Context: an optimization exercise on an open-source flow, tuned for small area. The choices shown serve that exercise and are no tape-out recipe.
The RTL was checked by simulation tests, not by an equivalence proof against the original design.
Power and IR drop assume default switching activity.

==> flow/design.v <==
`default_nettype none
package rv32i_pkg;
    localparam int xlen = 32;
    typedef logic [xlen-1:0] rv32i_word;
    typedef logic [4:0]      rv32i_reg;
    localparam rv32i_word reset_pc  = 32'h0000_0000;
    localparam rv32i_word nop_instr = 32'h0000_0013;
    typedef enum logic [6:0] {
        op_lui   = 7'b0110111,
        op_auipc = 7'b0010111,
        op_jal   = 7'b1101111,
        op_jalr  = 7'b1100111,
        op_br    = 7'b1100011,
        op_imm   = 7'b0010011,
        op_reg   = 7'b0110011
    } rv32i_opcode_t;
    typedef enum logic [3:0] {
        alu_add,
        alu_sub,
        alu_sll,
        alu_slt,
        alu_sltu,
        alu_xor,
        alu_srl,
        alu_sra,
        alu_or,
        alu_and,
        alu_pass_b
    } alu_ops_t;
    typedef enum logic [2:0] {
        beq  = 3'b000,
        bne  = 3'b001,
        blt  = 3'b100,
        bge  = 3'b101,
        bltu = 3'b110,
        bgeu = 3'b111
    } cmp_ops_t;
    typedef enum logic {
        rs1_out = 1'b0,
        pc_out  = 1'b1
    } alumux1_sel_t;
    typedef enum logic [2:0] {
        i_imm   = 3'd0,
        u_imm   = 3'd1,
        b_imm   = 3'd2,
        j_imm   = 3'd3,
        rs2_out = 3'd4
    } alumux2_sel_t;
endpackage
`default_nettype wire
`timescale 1ns/1ps
`default_nettype none
module rv32i_core
(
    input  logic        clk,
    input  logic        rst,
    output logic [31:0] fetch_pc,
    input  logic [31:0] fetch_instr,
    output logic        retire_valid,
    output logic [31:0] retire_pc,
    output logic [4:0]  retire_rd,
    output logic [31:0] retire_value
);
    logic [3:0]  ph;
    logic        clr;
    logic [1:0]  st;
    logic [31:0] R;
    logic [31:0] N;
    logic        ca;
    logic        cb;
    logic        z;
    wire last  = (ph == 4'd15);
    wire first = (ph == 4'd0);
    wire [31:0] ins = fetch_instr;
    wire [6:0]  opc = ins[6:0];
    wire [2:0]  f3  = ins[14:12];
    wire [6:0]  f7  = ins[31:25];
    wire [4:0]  rd  = ins[11:7];
    wire [4:0]  rs1 = ins[19:15];
    wire [4:0]  rs2 = ins[24:20];
    wire is_lui   = (opc == 7'b0110111);
    wire is_auipc = (opc == 7'b0010111);
    wire is_jal   = (opc == 7'b1101111);
    wire is_jalr  = (opc == 7'b1100111) && (f3 == 3'b000);
    wire is_br    = (opc == 7'b1100011) && (f3[2:1] != 2'b01);
    wire is_imm   = (opc == 7'b0010011) &&
                    ((f3 == 3'b001) ? (f7 == 7'b0000000) :
                     (f3 == 3'b101) ? (f7 == 7'b0000000 || f7 == 7'b0100000) : 1'b1);
    wire is_reg   = (opc == 7'b0110011) &&
                    (f7 == 7'b0000000 || (f7 == 7'b0100000 && (f3 == 3'b000 || f3 == 3'b101)));
    wire is_alu   = is_imm || is_reg;
    wire is_shift = is_alu && (f3[1:0] == 2'b01);
    wire is_slt   = is_alu && (f3[2:1] == 2'b01);
    wire legal    = is_lui || is_auipc || is_jal || is_jalr || is_br || is_alu;
    wire is_sub   = is_reg && (f3 == 3'b000) && ins[30];
    wire is_sra   = ins[30];
    wire two_reg  = is_reg || is_br;
    logic [1:0] fin;
    always_comb
    begin
        if (is_shift)
            fin = 2'd3;
        else if (is_slt)
            fin = is_reg ? 2'd2 : 2'd1;
        else if (is_reg)
            fin = 2'd1;
        else
            fin = 2'd0;
    end
    wire at_fin = (st == fin);
    wire cmp_slt = is_slt && (st == fin - 2'd1);
    logic [31:0] imm;
    always_comb
    begin
        if (is_lui || is_auipc)
            imm = {ins[31:12], 12'd0};
        else if (is_jal)
            imm = {{12{ins[31]}}, ins[19:12], ins[20], ins[30:21], 1'b0};
        else if (opc[6:2] == 5'b11000)
            imm = {{20{ins[31]}}, ins[7], ins[30:25], ins[11:8], 1'b0};
        else
            imm = {{21{ins[31]}}, ins[30:20]};
    end
    wire [1:0] immp = imm[{ph, 1'b0} +: 2];
    wire [1:0] pcp  = fetch_pc[{ph, 1'b0} +: 2];
    logic [1:0] tap [0:31];
    logic [1:0] rin;
    logic       wq;
    logic       clq;
    logic [4:0] rdq;
    wire        wr = !clr && legal && !is_br && at_fin && (rd != 5'd0);
    assign tap[0] = 2'b00;
    genvar gr;
    generate
        for (gr = 1; gr < 32; gr++)
        begin : g_reg
            logic [31:0] ring;
            wire we = clq || (wq && rdq == 5'(gr));
            always_ff @(posedge clk)
                ring <= {ring[1:0], we ? R[31:30] : ring[31:30], ring[29:2]};
            assign tap[gr] = ring[1:0];
        end
    endgenerate
    wire [4:0] ridx = (st == 2'd0 && two_reg) ? rs2 : rs1;
    wire [1:0] a    = tap[ridx];
    wire tgt_rev = is_br && (st == 2'd2);    
    wire use_pc  = is_auipc || is_jal || tgt_rev;
    wire use_imm = !two_reg || tgt_rev;
    wire inv     = is_sub || is_slt || (is_br && !tgt_rev);
    wire [1:0] op1  = is_lui ? 2'b00 : (use_pc ? pcp : a);
    wire [1:0] op2r = use_imm ? immp : N[1:0];
    wire [1:0] op2  = inv ? ~op2r : op2r;
    wire       cin  = first ? inv : ca;
    wire       c1   = (op1[0] & op2[0]) | (op1[0] & cin) | (op2[0] & cin);
    wire       cout = (op1[1] & op2[1]) | (op1[1] & c1) | (op2[1] & c1);
    wire [1:0] sum  = {op1[1] ^ op2[1] ^ c1, op1[0] ^ op2[0] ^ cin};
    wire zero  = (sum == 2'b00) && (first || z);
    wire lt    = (op1[1] ^ op2r[1]) ? op1[1] : sum[1];
    wire ltu   = !cout;
    wire taken = f3[0] ^ (f3[2] ? (f3[1] ? ltu : lt) : zero);
    logic [1:0] alu;
    always_comb
    begin
        case (f3)
            3'b100:  alu = op1 ^ op2r;
            3'b110:  alu = op1 | op2r;
            3'b111:  alu = op1 & op2r;
            default: alu = sum;
        endcase
        if (!is_alu)
            alu = sum;
    end
    wire       bcin  = (ph == 4'd1) ? 1'b1 : (first ? 1'b0 : cb);
    wire       bc1   = pcp[0] & bcin;
    wire [1:0] pc4   = {pcp[1] ^ bc1, pcp[0] ^ bcin};
    wire       bcout = pcp[1] & bc1;
    wire [4:0] sh    = rdq;
    wire       d     = cb;
    wire       fl    = z;
    wire       right = f3[2];
    wire [4:0] t     = right ? sh : (5'd0 - sh);
    wire [3:0] m     = t[4:1] + {3'd0, t[0]};
    wire [1:0] P     = N[{m, 1'b0} +: 2];
    wire [5:0] plo   = {1'b0, ph, 1'b0} + {1'b0, sh};
    wire [5:0] phi   = {1'b0, ph, 1'b1} + {1'b0, sh};
    wire       vlo   = right ? !plo[5] : ({ph, 1'b0} >= sh);
    wire       vhi   = right ? !phi[5] : ({ph, 1'b1} >= sh);
    wire       fill  = right && is_sra && fl;
    wire [1:0] shr   = t[0] ? {P[0], d} : P;
    wire [1:0] shx   = {vhi ? shr[1] : fill, vlo ? shr[0] : fill};
    logic [1:0] nin;
    always_comb
    begin
        rin = alu;
        nin = pc4;
        if (is_shift)
        begin
            case (st)
                2'd0:    rin = is_reg ? a : immp;
                2'd1:    nin = a;
                2'd2:
                begin
                    rin = shx;
                    nin = N[1:0];
                end
                default: rin = R[1:0];
            endcase
        end
        else
        begin
            if (two_reg && st == 2'd0)
                nin = a;
            if (is_br)
                rin = 2'b00;
            if (tgt_rev)
                nin = sum;
            if (is_slt)
                rin = {1'b0, first && fl};
            if (is_jal || is_jalr)
                rin = pc4;
            if (is_jal)
                nin = sum;
            else if (is_jalr)
                nin = {sum[1], sum[0] && !first};
        end
        if (clr)
        begin
            nin = 2'b00;
            rin = 2'b00;
        end
    end
    wire [31:0] R_d = {rin, R[31:2]};
    wire [31:0] N_d = {nin, N[31:2]};
    wire retire = !clr && legal && (is_br ? (st == 2'd2 || (st == 2'd1 && !taken)) : at_fin);
    wire load   = clr || !legal || retire;
    assign retire_valid = last && retire;
    assign retire_pc    = fetch_pc;
    assign retire_rd    = is_br ? 5'd0 : rd;
    assign retire_value = R_d;
    always_ff @(posedge clk)
    begin
        R  <= R_d;
        N  <= N_d;
        ca <= cout;
        wq  <= wr;
        clq <= clr;
        if (is_shift && (st == 2'd1 || st == 2'd2))
            cb <= (st == 2'd1 && m == 4'd0) ? a[1] : P[1];
        else
            cb <= bcout;
        if (is_shift && (st == 2'd1 || st == 2'd2))
            rdq <= rdq;
        else if (is_shift && st == 2'd0 && last)
            rdq <= R_d[4:0];
        else
            rdq <= rd;
        if (is_shift && st == 2'd2)
            z <= z;
        else if (last && is_shift && st == 2'd1)
            z <= a[1];
        else if (last && cmp_slt)
            z <= f3[0] ? ltu : lt;
        else
            z <= zero;
        if (rst)
        begin
            ph  <= 4'd0;
            clr <= 1'b1;
            st  <= 2'd0;
        end
        else
        begin
            ph <= ph + 4'd1;
            if (last)
            begin
                clr <= 1'b0;
                if (load)
                    fetch_pc <= N_d;
                if (load)
                    st <= 2'd0;
                else
                    st <= st + 2'd1;
            end
        end
    end
endmodule
`default_nettype wire
==> flow/flow/run.sh <==
#!/bin/bash
# The standard layout (standard.sh), with these settings changed:
# - synthesis maps the logic with an area-oriented ABC script (flow/abc_area.script:
#   choice networks and area-flow mapping, repeated) in place of ORFS's
#   abc_area.script, whose buffering and upsizing the later repair steps redo
#   anyway; everything else in synthesis, including the dfflibmap step that makes
#   the registers, is ORFS's own script, copied unchanged;
# - the port buffers are the smallest buffer cell (buf_1);
# - clock tree synthesis clusters at most 21 sinks within 55 um per clkbuf_8 leaf
#   buffer and inserts no dummy loads;
# - after global routing, repair_timing downsizes gates off the critical paths
#   (RECOVER_POWER).
# All tool output goes to standard_flow.log here and to ORFS's own logs in orfs/logs.
set -euo pipefail
rm -rf scripts_abc
cp -r "$FLOW_HOME/scripts" scripts_abc
cp flow/abc_area.script scripts_abc/abc_area.script
export SCRIPTS_DIR="$PWD/scripts_abc"
export CTS_ARGS="-sink_clustering_enable -repair_clock_nets -sink_clustering_size 21 -sink_clustering_max_diameter 55 -buf_list sky130_fd_sc_hd__clkbuf_8 -dont_use_dummy_load"
export RECOVER_POWER=100
export BUFFER_PORTS_ARGS="-buffer_cell sky130_fd_sc_hd__buf_1"
bash standard.sh > standard_flow.log 2>&1
==> flow/flow/abc_area.script <==
strash
&get -n
&dch -f
&nf -R 1000
&put
strash
dch
map -a
strash
dch
map -a
topo
==> flow/standard.sh <==
#!/bin/bash
# synth_recipe.tcl (not shown) runs the flow's synth.tcl, then flattens the netlist and writes it again
# the make line also repeats each setting of config.mk as NAME=value (left out here)
make -C /OpenROAD-flow-scripts/flow DESIGN_CONFIG=/design/flow/config.mk WORK_HOME=/design/flow/orfs CLKGATE_MAP_FILE= SYNTH_SCRIPT=/design/flow/synth_recipe.tcl "${@:-finish}"
==> flow/config.mk <==
export PLATFORM = sky130hd
export DESIGN_NAME = rv32i_core
export DESIGN_NICKNAME = rv32i_core
export VERILOG_FILES = /design/flow/design.v
export SDC_FILE = /design/flow/constraint.sdc
export NUM_CORES = 4
export LEC_CHECK = 0
export ABC_AREA = 1
export CAP_MARGIN = 20
export CORE_MARGIN = 2
export CORE_UTILIZATION = 50
export SLEW_MARGIN = 20
==> flow/constraint.sdc <==
create_clock -name core_clock -period 10.0 [get_ports {clk}]
set_input_delay 2.0000 -clock core_clock [delete_from_list [all_inputs] [get_ports {clk}]]
set_output_delay 2.0000 -clock core_clock [all_outputs]
set_load 0.01 [all_outputs]
==> notes.md, run 1 <==
- The area growth from synthesis to layout is 7.530%.
* Arrival time at the worst endpoint: 7.46 ns
- For this design the ratio of total power to cell area is ~220 mW/mm2.
- For this run the aggregate overflow at the end of global routing stands at 0.
* Post-DP HPWL: 35860 um
* Overall Power: ~6.4 mW
- Setup repair after global routing missed its margin: no
- Headroom to the max-slew limit came out at 0.1871.
* I/O pin cnt: 136
- Endpoint type of the worst setup path: output port
* Average detailed-routed wire length per instance: 18.15 um
- Outcome: complete, no violations
- The initialized floorplan defines 84 standard-cell rows.
- Leading register cell type out of synthesis: sky130_fd_sc_hd__dfxtp_1
* Final WL: 50360 um
* Tot GR Track Use: 0.1817
- Hold buffer count at CTS: 0
- Number of buffers inserted during clock tree synthesis: 67
- Starting utilization of the core area: 0.5082
- Cell seen most often among critical-path stages: sky130_fd_sc_hd__nand2_1
* Post-route clock period utilization: 0.9459
- Count of cell types in the netlist: 44
- Netlist area before placement: 0.02687 mm2
* Clock insertion delay at the later pin of the skew report: 0.70 ns
- Most common library cell in the layout ignoring fill and taps: sky130_fd_sc_hd__dfxtp_1
- After synthesis the netlist holds a flip-flop and latch count of ~1100.
* TritonCTS clock tree: done
- The layout has 4445 filler cells.
- Final weighted congestion of routability-driven global placement: 0.8822
- Routed via count divided by cell count: roughly 4.7
* Number of max-slew violations in the final report: 0
- Share of final-layout standard cells stronger than drive strength 1: 0.05233
* Number of enable-type register cells in the synthesized netlist: 38
* Via count of the first global-routing pass: 12720
* Critical Path Source Type: input pin
* Final Util: 0.5465
* Vert. Die Dim: 235.8 um
* Achievable Freq: 0.1057 GHz
* Post-CTS Setup Inserts: 0
* Bufs on Longest Clock Path: 3
* Total clock sinks: 1105
- Final #Nets: 2149
* Core Region: between 0.05 and 0.06 mm2
- Static Leak: 11.09 nW
- Excluding fillers, the count of instances in the completed layout stands at 2774.
- Setup Skew: 0.1038 ns
- The tree is rooted in a sky130_fd_sc_hd__clkbuf_8.
* VDD IR max: 0.0001775 V
- Port buffering added about 140 buffers.
* Iteration-0 DRC count of the detailed router: 688
* Worst-path fanout max: 11
- The share of the Yosys chip area taken by registers is 0.8375.
- Count of synthesis-stage warnings from yosys: 2
* Total via count after detailed routing: 13130
- Largest net degree at the start of global routing: 33
* Fraction of synthesis flops using an asynchronous set or reset pin: 0
- Die width: 235.8 um
- Leaving out fill and tap cells, the most frequent cells in the layout are sky130_fd_sc_hd__dfxtp_1, sky130_fd_sc_hd__buf_1, sky130_fd_sc_hd__o21ai_0.
- Largest incremental delay on the critical path: 0.58 ns
- After detailed placement, the design holds a cell count of 2704.
* Antenna violations before repair: 10
* DRC errors left: 0
- Final-report setup violation count: 0
- Synthesis produced a netlist whose cell count is 1922.
- The number of buffers and inverters on the critical path is 6.
- Count of max-cap constraint violations: 0
* CP Data Required Time: 8.00 ns
- The min-delay analysis places its worst path in the category reg2reg.
* Hold violation count in the final report: 0
- The setup path with the least slack is of type in2out.
- Among cell families on the critical path, the largest total delay comes from compound AO/OA/AOI/OAI gates.
- Setup TNS: 0 ns
- The first global-routing pass estimated 75410 um of wire.
- Slowest library cell on the worst path: sky130_fd_sc_hd__fa_1
* Measured slew at the worst slew-check pin: 1.210 ns
- Die area: ~0.056 mm2
- Worst-case hold slack: 0.2513 ns
- Antenna-violating nets left: 0
- Count of instances resized after the clock tree is built: 1
- The average instance in the mapped netlist occupies 13.98 um2.
- Iteration count of the initial detailed-routing pass: 5
- The H-tree was split into 3 levels.
* Time the final worst path needs with I/O delays and setup: 9.459 ns
- Clock input transition at the sequential cells of the worst setup and hold paths: 0.11 ns
- Net count after synthesis: 1986
## logic make-up (layout without fill, tap and decap cells)
| logic type | after synthesis | after routing | synth area share |
|---|---|---|---|
| DFF | 1105 | 1105 | 0.8375 |
| AOI/OAI and AO/OA | 318 | 318 | 0.06958 |
| and+or+nand+nor | 301 | 301 | 0.04541 |
| buffers and inverters | 162 | 323 | 0.03130 |
| adders and majority gates | 30 | 30 | 0.01425 |
| xor gates and xnor gates | 6 | 6 | 0.001956 |
| other | 0 | 3 | 0 |
## Yosys cell counts, types with 4 or more instances
cell                          n  share of area
sky130_fd_sc_hd__a211oi_1     4         0.0011
sky130_fd_sc_hd__a22o_2       4         0.0015
sky130_fd_sc_hd__a31oi_1     15         0.0035
sky130_fd_sc_hd__nand2_1    121          0.017
sky130_fd_sc_hd__nor2_1     127          0.018
sky130_fd_sc_hd__o21ai_0    128          0.024
sky130_fd_sc_hd__o22ai_1     10         0.0023
sky130_fd_sc_hd__or2_2        5         0.0012
sky130_fd_sc_hd__ha_1        29          0.014
sky130_fd_sc_hd__buf_4       62          0.017
sky130_fd_sc_hd__a221oi_1     4         0.0013
sky130_fd_sc_hd__o21a_1       5         0.0014
sky130_fd_sc_hd__clkinv_1   100          0.014
sky130_fd_sc_hd__edfxtp_1    38          0.042
sky130_fd_sc_hd__a21oi_1     83          0.015
sky130_fd_sc_hd__a22oi_1     35         0.0098
sky130_fd_sc_hd__nor3_1      16         0.0030
sky130_fd_sc_hd__nand3_1     22         0.0041
sky130_fd_sc_hd__xor2_1       5         0.0016
sky130_fd_sc_hd__o211ai_1    10         0.0028
sky130_fd_sc_hd__dfxtp_1   1067           0.80
## through the flow
stage          area [um2]  setup WS [ns]
6_report            28890         0.5413
5_1_grt             28880       0.005792
4_1_cts             28860         0.1072
3_5_place_dp        27930      -0.009305
3_3_place_gp        27930         0.1235
2_1_floorplan       26870         0.1255
## sequential cells by signal, indices dropped and copies added (netlist names), 2 cells and up
name,count
st,2
rdq,5
N,32
ph,4
R,32
fetch_pc,32
g.ring,992
## where the power goes
group / internal, mW / switching, mW
clock: 0.608 / 1.18
combinational: 0.0532 / 0.119
sequential: 4.42 / 0.00530
total: 5.08 / 1.30
## path summary, 6_finish.rpt
kind,from,to,slack [ns],cells past startpoint
setup / recovery,fetch_instr[12],retire_value[31],0.54,29
hold / removal,g_reg[27].ring[26],g_reg[27].ring[24],0.25,0
setup reg to reg,st[0],fetch_pc[0],3.91,28
hold reg to reg,g_reg[27].ring[26],g_reg[27].ring[24],0.25,0
## area by class of cell
class | count | area, um2 | area share
Multi-Input combinational cell | 655 | 3570 | 0.1236
Inverter | 100 | 375.4 | 0.01299
Antenna cell | 3 | 7.507 | 0.0002599
Sequential cell | 1105 | 22500 | 0.7789
Tap cell | 688 | 860.8 | 0.02980
Timing Repair Buffer | 156 | 653.1 | 0.02261
Clock buffer | 67 | 922.1 | 0.03192
## layer usage
layer / track usage / vias to the layer above / part of all wire
li1: - / 6517 / -
met1: 0.2570 / 6182 / 0.49
met2: 0.2786 / 334 / 0.43
met3: 0.03441 / 101 / 0.045
met4: 0.06891 / 0 / 0.035
met5: 0 / - / 0
## worst register-to-register path: cells and delay by family (launching register included)
family / cells / cell delay (ns)
AOI/OAI and AO/OA: 10 / 2.08
and+or+nand+nor: 10 / 1.17
adders and majority gates: 3 / 1.02
buffers and inverters: 5 / 0.98
DFF: 1 / 0.44
==> inputs of run 2 (changes only) <==
--- a/flow/flow/run.sh
+++ b/flow/flow/run.sh
@@ -6,7 +6,7 @@
 #   anyway; everything else in synthesis, including the dfflibmap step that makes
 #   the registers, is ORFS's own script, copied unchanged;
 # - the port buffers are the smallest buffer cell (buf_1);
-# - clock tree synthesis clusters at most 21 sinks within 55 um per clkbuf_8 leaf
+# - clock tree synthesis clusters at most 23 sinks within 50 um per clkbuf_8 leaf
 #   buffer and inserts no dummy loads;
 # - after global routing, repair_timing downsizes gates off the critical paths
 #   (RECOVER_POWER).
@@ -16,7 +16,7 @@
 cp -r "$FLOW_HOME/scripts" scripts_abc
 cp flow/abc_area.script scripts_abc/abc_area.script
 export SCRIPTS_DIR="$PWD/scripts_abc"
-export CTS_ARGS="-sink_clustering_enable -repair_clock_nets -sink_clustering_size 21 -sink_clustering_max_diameter 55 -buf_list sky130_fd_sc_hd__clkbuf_8 -dont_use_dummy_load"
+export CTS_ARGS="-sink_clustering_enable -repair_clock_nets -sink_clustering_size 23 -sink_clustering_max_diameter 50 -buf_list sky130_fd_sc_hd__clkbuf_8 -dont_use_dummy_load"
 export RECOVER_POWER=100
 export BUFFER_PORTS_ARGS="-buffer_cell sky130_fd_sc_hd__buf_1"
 bash standard.sh > standard_flow.log 2>&1
==> run 2 against run 1 <==
Fmax grew 0.11%. Non-clock buffer count unchanged. Die area unchanged. Still clean on timing, DRC and antenna. Clock power is 3% higher. Final area increased by 0.18%. Final cell count grew 0.11%. Largest power group unchanged. Power is 0.80% higher.
==> notes.md, run 2 <==
* Root buffer cell: sky130_fd_sc_hd__clkbuf_8
- The wire length of the first global-routing pass came to 75650 um (+0.32%).
- The area of the multi-input gates is 0.003570 mm2 (unchanged).
- From synthesis to final layout, the design area changed by 7.726%.
* Leading register cell type out of synthesis: sky130_fd_sc_hd__dfxtp_1
- The library cell used most frequently in the layout, excluding fill and tap cells, is sky130_fd_sc_hd__dfxtp_1.
- Final weighted congestion of routability-driven global placement: 0.8822 (unchanged)
- Top post-synthesis cells by count: sky130_fd_sc_hd__dfxtp_1, sky130_fd_sc_hd__o21ai_0, sky130_fd_sc_hd__nor2_1, sky130_fd_sc_hd__nand2_1, sky130_fd_sc_hd__clkinv_1
- The static leakage power was 11.12 nW (+0.26%).
* Total clock sinks: 1105 (unchanged)
- The tightest min-delay check is of the reg2reg type.
* Setup Skew: 0.09869 ns (-0.005078 ns)
- The number of cells on the worst reg-to-reg path is 28 (unchanged).
- The number of flops mapped to enable cells by yosys was 38 (unchanged).
* CP Data Required Time: 8.00 ns (about the same)
- The clock latency of the later-clocked register in the worst-skew pair is 0.69 ns (about the same).
* Count of max-cap constraint violations: 0 (unchanged)
* Worst-case hold slack: 0.2306 ns (-0.02064 ns)
* Number of levels the H-tree was split into: 3 (unchanged)
- Netlist area before placement: 0.02687 mm2 (unchanged)
- Measured slew at the worst slew-check pin: 1.216 ns (+0.005688 ns)
- The clock-pin slew reported for the worst setup and hold paths after clock tree synthesis is 0.12 ns (about the same).
- Outcome: complete, no violations
- The arrival time at the worst endpoint was 7.45 ns (about the same).
- The die height came to 235.8 um (unchanged).
- Slowest library cell on the worst path: sky130_fd_sc_hd__fa_1
- The number of hold violations in the final report was 0 (unchanged).
* Number of synthesized register bits: 1105 (unchanged)
- The biggest cell delay along the critical path came to 0.58 ns (about the same).
- Die area: 0.05560 mm2 (unchanged)
* Count of buffers from port buffering: 135 (unchanged)
- Critical Path Source Type: input pin
* Iteration-0 DRC count of the detailed router: 717 (+4.2%)
* Worst setup margin: 0.5513 ns (+0.01001 ns)
- The post-cts resize count is 1 (unchanged).
- Place WS: -0.009305 ns (unchanged)
* Cell seen most often among critical-path stages: sky130_fd_sc_hd__nand2_1
* TritonCTS clock tree: done
- Number of max-slew violations in the final report: 0 (unchanged)
- The number of flip-flops under the largest register name was 992 (unchanged).
* Setup repair after global routing missed its margin: no
- The wire length after detailed routing was 50490 um (+0.25%).
- The total negative setup slack was 0 ns (unchanged).
- Final-report setup violation count: 0 (unchanged)
* Largest net degree at the start of global routing: 33 (unchanged)
- Post-route clock period utilization: 0.9449 (-0.001001)
- The overall via count from detail_route was 13130 (-0.030%).
- Fraction of synthesis flops using an asynchronous set or reset pin: 0 (unchanged)
- The largest fanout on the critical path is 11 (unchanged).
* Endpoint type of the worst setup path: output port
- Time the final worst path needs with I/O delays and setup: 9.449 ns (-0.01001 ns)
- Iteration count of the initial detailed-routing pass: 5 (unchanged)
- Sequential-to-total area share from yosys stat: 0.8375 (unchanged)
- Ratio of total power to cell area: 222.3 mW/mm2 (+0.61%)
* Post-DP HPWL: 35860 um (unchanged)
- The remaining number of nets flagged by the antenna check after routing is 0 (unchanged).
- Number of buffers inserted during clock tree synthesis: 71 (+6.0%)
- Via count of the first global-routing pass: 12730 (+0.024%)
* Number of instances in the placed design: 2704 (unchanged)
* WL met1: 24670 um (+0.49%)
- Non-filler instance count after layout: 2777 (+0.11%)
- The hold buffer count at cts is 0 (unchanged).
- Die width: 235.8 um (unchanged)
- Classification of the worst setup path: in2out
- The met2 layer wire length in the routed design was 21830 um (+0.27%).
- The relative slew slack came to 0.1833 (-0.003821).
- Post-synth top area cell: sky130_fd_sc_hd__dfxtp_1
* Bufs on Longest Clock Path: 3 (unchanged)
* Share of final-layout standard cells stronger than drive strength 1: 0.05414 (+0.001816)
* Filler instances: 4440 (-0.11%)
- Register ranked first by flip-flop count: g.ring
- The most common cell in the synthesized netlist is sky130_fd_sc_hd__dfxtp_1.
* DRC errors left: 0 (unchanged)
- Average cell area after synthesis: 13.98 um2 (unchanged)
- Count of cell types in the netlist: 44 (unchanged)
- Post-CTS Setup Inserts: 0 (unchanged)
- Count of synthesis-stage warnings from yosys: 2 (unchanged)
- Starting utilization of the core area: 0.5082 (unchanged)
- Routed via count divided by cell count: 4.728 (-0.14%)
- Site Rows: 84 (unchanged)
- Total congestion overflow: 0 (unchanged)
- Final #Nets: 2153 (+0.19%)
- Routed met3 length: 2258 um (-0.31%)
- The cell depth of the worst hold path was 0 (unchanged).
* VDD IR max: 0.0001770 V (-0.27%)
- Main area contributors after synthesis: sky130_fd_sc_hd__dfxtp_1, sky130_fd_sc_hd__edfxtp_1, sky130_fd_sc_hd__o21ai_0, sky130_fd_sc_hd__nor2_1, sky130_fd_sc_hd__buf_4
- Top library cells by usage in the layout, fill and taps aside: sky130_fd_sc_hd__dfxtp_1, sky130_fd_sc_hd__buf_1, sky130_fd_sc_hd__o21ai_0
- Average detailed-routed wire length per instance: 18.18 um (+0.14%)
* I/O pin cnt: 136 (unchanged)
- Number of cells produced by synthesis: 1922 (unchanged)
- Antenna violations before repair: 10 (unchanged)
- Register area: 0.02250 mm2 (unchanged)
- Top Metal Used: met4
- Net count after synthesis: 1986 (unchanged)
- Portion of synthesized cell area occupied by the leading cell type: 0.7950 (unchanged)
- The placeable core region came to 0.05287 mm2 (unchanged).
* Tot GR Track Use: 0.1826 (+0.0008989)
- The highest attainable clock frequency is 0.1058 GHz (+0.11%).
-- run 2: cell counts after synthesis --
No cell type changed its count.
-- run 2: power by group --
part	total (mW)	internal (mW)	switching (mW)	leakage [nW]
clock	1.83	0.642	1.19	0.510
sequential	4.43	4.42	0.00527	8.95
combinational	0.172	0.0532	0.119	1.66
total	6.44	5.12	1.32	11.1
-- run 2: final timing paths --
path                            slack, ns               start                  to
worst min-delay path                 0.23  g_reg[27].ring[26]  g_reg[27].ring[24]
worst max register to register       3.91               st[0]         fetch_pc[2]
worst min register to register       0.23  g_reg[27].ring[26]  g_reg[27].ring[24]
worst max-delay path                 0.55     fetch_instr[12]    retire_value[31]
-- run 2: critical path, delay by kind of cell --
kind / cells / cell delay, ns
buffers and inverters: 6 / 1.03
AO/OA/AOI/OAI: 11 / 2.41
adder cells (fa/ha/maj): 2 / 0.77
AND/OR/NAND/NOR: 10 / 1.21
-- run 2: cell families (layout without fill, tap and decap cells) --
logic type	Yosys count	in the layout	share of synthesized area
xor gates and xnor gates	6	6	0.001956
adders and majority gates	30	30	0.01425
buffers and inverters	162	327	0.03130
AOI/OAI and AO/OA	318	318	0.06958
DFF	1105	1105	0.8375
and+or+nand+nor	301	301	0.04541
other	0	2	0
-- run 2: cell type report --
class	count	share of cell area
antenna	2	0.0001729
clock buffer	71	0.03376
inverter	100	0.01297
multi-input combinational	655	0.1233
sequential	1105	0.7775
tap	688	0.02974
timing repair buffer	156	0.02257
-- run 2: layer usage --
layer | vias to the layer above | track usage
met2 | 332 | 0.2769
met4 | 0 | 0.07219
met3 | 104 | 0.03651
li1 | 6523 | -
met5 | - | 0
met1 | 6171 | 0.2584
-- run 2: per-stage QoR --
stage | area (um2) | power, mW | utilization
2_1_floorplan | 26870 | 4.632 | -
3_3_place_gp | 27930 | 4.701 | 0.5284
3_5_place_dp | 27930 | 4.701 | 0.5284
4_1_cts | 28910 | 6.511 | 0.5469
5_1_grt | 28940 | 6.691 | 0.5474
6_report | 28940 | 6.435 | 0.5475
==> inputs of run 3 (changes only) <==
==> flow/flow/run.sh (replaced) <==
#!/bin/bash
set -euo pipefail
export BUFFER_PORTS_ARGS="-buffer_cell sky130_fd_sc_hd__buf_1"
res=orfs/results/$FLOW_PLATFORM/rv32i_core/base
lib=$(ls $FLOW_HOME/platforms/$FLOW_PLATFORM/lib/sky130_fd_sc_hd__tt_025C_1v80.lib)
bash standard.sh synth > standard_synth.log 2>&1
python3 flow/downsize.py $res/1_2_yosys.v $res/1_2_yosys.v $lib $FLOW_HOME/platforms/$FLOW_PLATFORM/config.mk > downsize.log 2>&1
rm -f $res/1_synth.odb $res/1_synth.sdc
touch $res/1_2_yosys.v
bash standard.sh > standard_flow.log 2>&1
==> flow/flow/downsize.py (new file) <==
# Replace each combinational cell of the synthesized netlist by the smallest
# cell of the same function (drive strength _1 or _0); the placement and
# timing repair steps size up whatever needs it.
import re,sys
lib=open(sys.argv[3]).read()
area={}
for m in re.finditer(r'cell\s*\(\s*"?(\w+)"?\s*\)\s*\{(.*?)area\s*:\s*([\d.]+)',lib,re.S):
    area[m.group(1)]=float(m.group(3))
dont=set(open(sys.argv[4]).read().split())
def smallest(c):
    m=re.match(r'(sky130_fd_sc_hd__\w+?)_(\d+)$',c)
    if not m: return c
    base=m.group(1)
    if re.search(r'df|dl|sdf|edf|conb|tap|fill|decap|clkbuf|clkinv|clkdly|dlygate|dlymetal',base): return c
    cands=[(area[k],k) for k in area if re.fullmatch(re.escape(base)+r'_\d+',k) and k not in dont]
    if not cands: return c
    return min(cands)[1]
def main(fn,out):
    s=open(fn).read()
    saved=0
    lines=s.split('\n')
    for i,l in enumerate(lines):
        m=re.match(r'^(\s*)(sky130_fd_sc_hd__\w+)(\s.*)$',l)
        if m:
            c=m.group(2); n=smallest(c)
            if n!=c:
                saved+=area[c]-area[n]; lines[i]=m.group(1)+n+m.group(3)
    open(out,'w').write('\n'.join(lines))
    print('saved',round(saved,1),file=sys.stderr)
main(sys.argv[1],sys.argv[2])
--- a/flow/config.mk
+++ b/flow/config.mk
@@ -9,4 +9,6 @@
 export CAP_MARGIN = 20
 export CORE_MARGIN = 2
 export CORE_UTILIZATION = 50
+export CTS_CLUSTER_DIAMETER = 100
+export CTS_CLUSTER_SIZE = 30
 export SLEW_MARGIN = 20
removed: flow/flow/abc_area.script
==> run 3 against run 2 <==
First-iteration DRC count is 32% higher. Utilization hardly changed. Sequential cell count stayed put. Sequential power hardly changed. Non-clock buffer count is 9 lower. Fmax is 0.41% higher. Die area is 1.8% higher. Sequential share of layout area is 1.5 points lower.
==> notes.md, run 3 <==
* Total via count after detailed routing: 13390 (+2.0%)
* Endpoint of the worst-slack reg-to-reg timing path: fetch_pc[28]
* TritonCTS clock tree: done
* Filler instances: 4546 (+2.4%)
- Core Region: 0.05392 mm2 (+2.0%)
* Total clock sinks: 1105 (unchanged)
- The wire length of the first global-routing pass was 74650 um (-1.3%).
- Largest net degree at the start of global routing: 40 (+21%)
- Measured slew at the worst slew-check pin: 0.9544 ns (-0.2613 ns)
- The worst register-to-register path begins at st[1].
- The number of ports placed on the die boundary came to 136 (unchanged).
- CP Data Required Time: 8.00 ns (about the same)
- The critical path starts at fetch_instr[30].
- Endpoint of the most critical setup path: retire_value[31]
* Number of buffers inserted during clock tree synthesis: 43 (-39%)
- Classification of the worst setup path: in2out
- Average detailed-routed wire length per instance: 17.71 um (-2.6%)
- Register area: 0.02250 mm2 (unchanged)
- Site Rows: 85 (+1.2%)
* Arrival time at the worst endpoint: 7.41 ns (-0.04 ns)
* Routed via count divided by cell count: 4.749 (+0.44%)
- Final-report setup violation count: 0 (unchanged)
- The number of DRC markers after the initial detailed-route iteration came to 943 (+32%).
- Root buffer cell: sky130_fd_sc_hd__clkbuf_16
- Counting flops per register, the top entry is g.ring.
- The biggest cell delay along the critical path is 0.54 ns (-0.04 ns).
* Count of max-cap constraint violations: 0 (unchanged)
- Count of buffers from port buffering: 135 (unchanged)
- The share of the clock period used by the worst path after layout came to 0.9410 (-0.003898).
* Worst-path fanout max: 14 (+3)
- The number of hold violations in the final report is 0 (unchanged).
- Average cell area after synthesis: 13.55 um2 (-3.1%)
- The wire length after detailed routing was 49940 um (-1.1%).
- The cell that appears most often on the critical path is sky130_fd_sc_hd__nand2_1.
* Hold buffer count at CTS: 0 (unchanged)
* Headroom to the max-slew limit: 0.3631 (+0.1797)
- The final worst hold slack came to 0.3157 ns (+0.08508 ns).
* VDD IR max: 0.0001664 V (-6.0%)
* Most common library cell in the layout ignoring fill and taps: sky130_fd_sc_hd__dfxtp_1
- The total negative setup slack was 0 ns (unchanged).
- Area of the multi-input gates: 0.004081 mm2 (+14%)
- Achievable Freq: 0.1063 GHz (+0.41%)
- The min-delay analysis places its worst path in the category reg2reg.
* Antenna violations before repair: 2 (-8)
- The clock-pin slew reported for the worst setup and hold paths after clock tree synthesis was 0.10 ns (-0.02 ns).
- Clock insertion delay at the later pin of the skew report: 0.61 ns (-0.08 ns)
* Number of cells produced by synthesis: 2019 (+5.0%)
- Static Leak: 12.04 nW (+8.3%)
- The cell area after synthesis came to 0.02735 mm2 (+1.8%).
- Time the final worst path needs with I/O delays and setup: 9.410 ns (-0.03898 ns)
- The number of buffers on the longest clock path came to 3 (unchanged).
* Top library cells by usage in the layout, fill and taps aside: sky130_fd_sc_hd__dfxtp_1, sky130_fd_sc_hd__nand2_1, sky130_fd_sc_hd__buf_1
* Worst Reg-to-Reg Cells: 31 (+11%)
* Iteration count of the initial detailed-routing pass: 5 (unchanged)
- The total setup buffers inserted after CTS came to 0 (unchanged).
- Tot GR Track Use: 0.1760 (-0.006567)
* Final weighted congestion of routability-driven global placement: 0.9094 (+3.1%)
- DRC errors left: 0 (unchanged)
* Count of instances resized after the clock tree is built: 0 (-1)
- Setup Skew: 0.03765 ns (-0.06104 ns)
- The register-to-register setup slack came to 4.30 ns (+0.39 ns).
- Ratio of total power to cell area: 224.0 mW/mm2 (+0.76%)
* Layout overhead on the synthesized area: 7.955%
- The half-perimeter wire length of the detailed placement result came to 35270 um (-1.6%).
* Starting utilization of the core area: 0.5073 (-0.0009148)
* Count of synthesis-stage warnings from yosys: 2 (unchanged)
- Die width: 237.9 um (+0.89%)
* Outcome: complete, no violations
- The number of global-route vias before repair is 12530 (-1.6%).
* Max reg flops: 992 (unchanged)
- Die area: 0.05659 mm2 (+1.8%)
- The total number of nets in the final design was 2179 (+1.2%).
- In this run the most critical hold path is launched from g_reg[13].ring[5].
- Vert. Die Dim: 237.9 um (+0.89%)
* Critical Path Source Type: input pin
* Setup repair after global routing missed its margin: no
- Total congestion overflow: 0 (unchanged)
- The proportion of layout cells with a drive suffix above 1 is 0.02876 (-0.02538).
- Net count after synthesis: 2083 (+4.9%)
* Number of max-slew violations in the final report: 0 (unchanged)
* Antenna-violating nets left: 0 (unchanged)
- The number of H-tree branching levels came to 2 (-1).
- Endpoint type of the worst setup path: output port
- On the critical path, the stage with the largest delay is an instance of sky130_fd_sc_hd__fa_1.
[run 3: per-layer routing]
metal,up-vias,GRT usage,share of wire
met2,249,0.2653,0.43
met5,-,0,0
met4,0,0.04765,0.025
li1,6619,-,-
met1,6459,0.2624,0.50
met3,65,0.03089,0.046
[run 3: layout make-up]
cell class,count,area share
Tap cell,696,0.02949
Timing Repair Buffer,147,0.02021
Inverter,88,0.01119
Antenna cell,3,0.0002542
Sequential cell,1105,0.7620
Clock buffer,47,0.03695
Multi-Input combinational cell,730,0.1382
Clock inverter,4,0.001695
[run 3: stage by stage]
stage / instances / worst slack [ns] / instance area (um2) / total power, mW / util
floorplan: 2019 / 1.861 / 27350 / 4.645 / -
global placement: 2766 / 0.7512 / 28380 / 4.715 / 0.5263
finish: 2820 / 0.5903 / 29530 / 6.616 / 0.5477
global route: 2817 / 0.06715 / 29520 / 6.863 / 0.5475
detailed placement: 2766 / 0.6772 / 28380 / 4.714 / 0.5263
CTS: 2817 / 0.6401 / 29520 / 6.691 / 0.5475
[run 3: how the worst min path moves through the flow]
| stage | cells past startpoint | end | slack (ns) |
|---|---|---|---|
| finish | 0 | g_reg[13].ring[3] | 0.32 |
| global route | 0 | g_reg[17].ring[10] | 0.32 |
| CTS | 0 | g_reg[13].ring[3] | 0.32 |
| detailed placement | 0 | g_reg[13].ring[26] | 0.31 |
| global placement | 0 | g_reg[12].ring[14] | 0.31 |
| floorplan | 0 | g_reg[10].ring[0] | 0.31 |
[run 3: critical path, delay by kind of cell]
kind                       cells  cell delay, ns
AOI/OAI and AO/OA              3            0.38
adders and majority gates      2            0.73
buffers and inverters          8            1.37
and+or+nand+nor               20            2.88
[run 3: power by group]
part | switching [mW] | internal (mW)
clock network | 1.20 | 0.796
logic | 0.131 | 0.0566
registers | 0.00516 | 4.42

==> re-timing with driven ports <==
Ports are ideal in the flow. The routed layouts listed here were re-timed in OpenROAD. Step 1 assumes that a clkbuf_16 drives the clock port and a buf_2 every other input. Step 2 also shifts input and output timing later by t, the mid clock arrival at the registers, as if the neighbouring blocks saw the same clock. Three values: ideal ports, drivers, drivers and shift; two values: the first two.
run | t, ns | slack for setup (ns) | hold WS [ns] | worst setup path after step 2 | worst slew at a driven data input, ns
run 1 | 0.693 | 0.541 / 0.508 / 0.508 | 0.251 / 0.251 / 0.251 | input to output | 0.05
run 2 | 0.695 | 0.551 / 0.518 / 0.518 | 0.231 / 0.231 / 0.231 | input to output | 0.05
run 3 | 0.651 | 0.590 / 0.569 / 0.569 | 0.316 / 0.316 / 0.316 | input to output | 0.07
After both steps setup and hold are still met in every run listed.
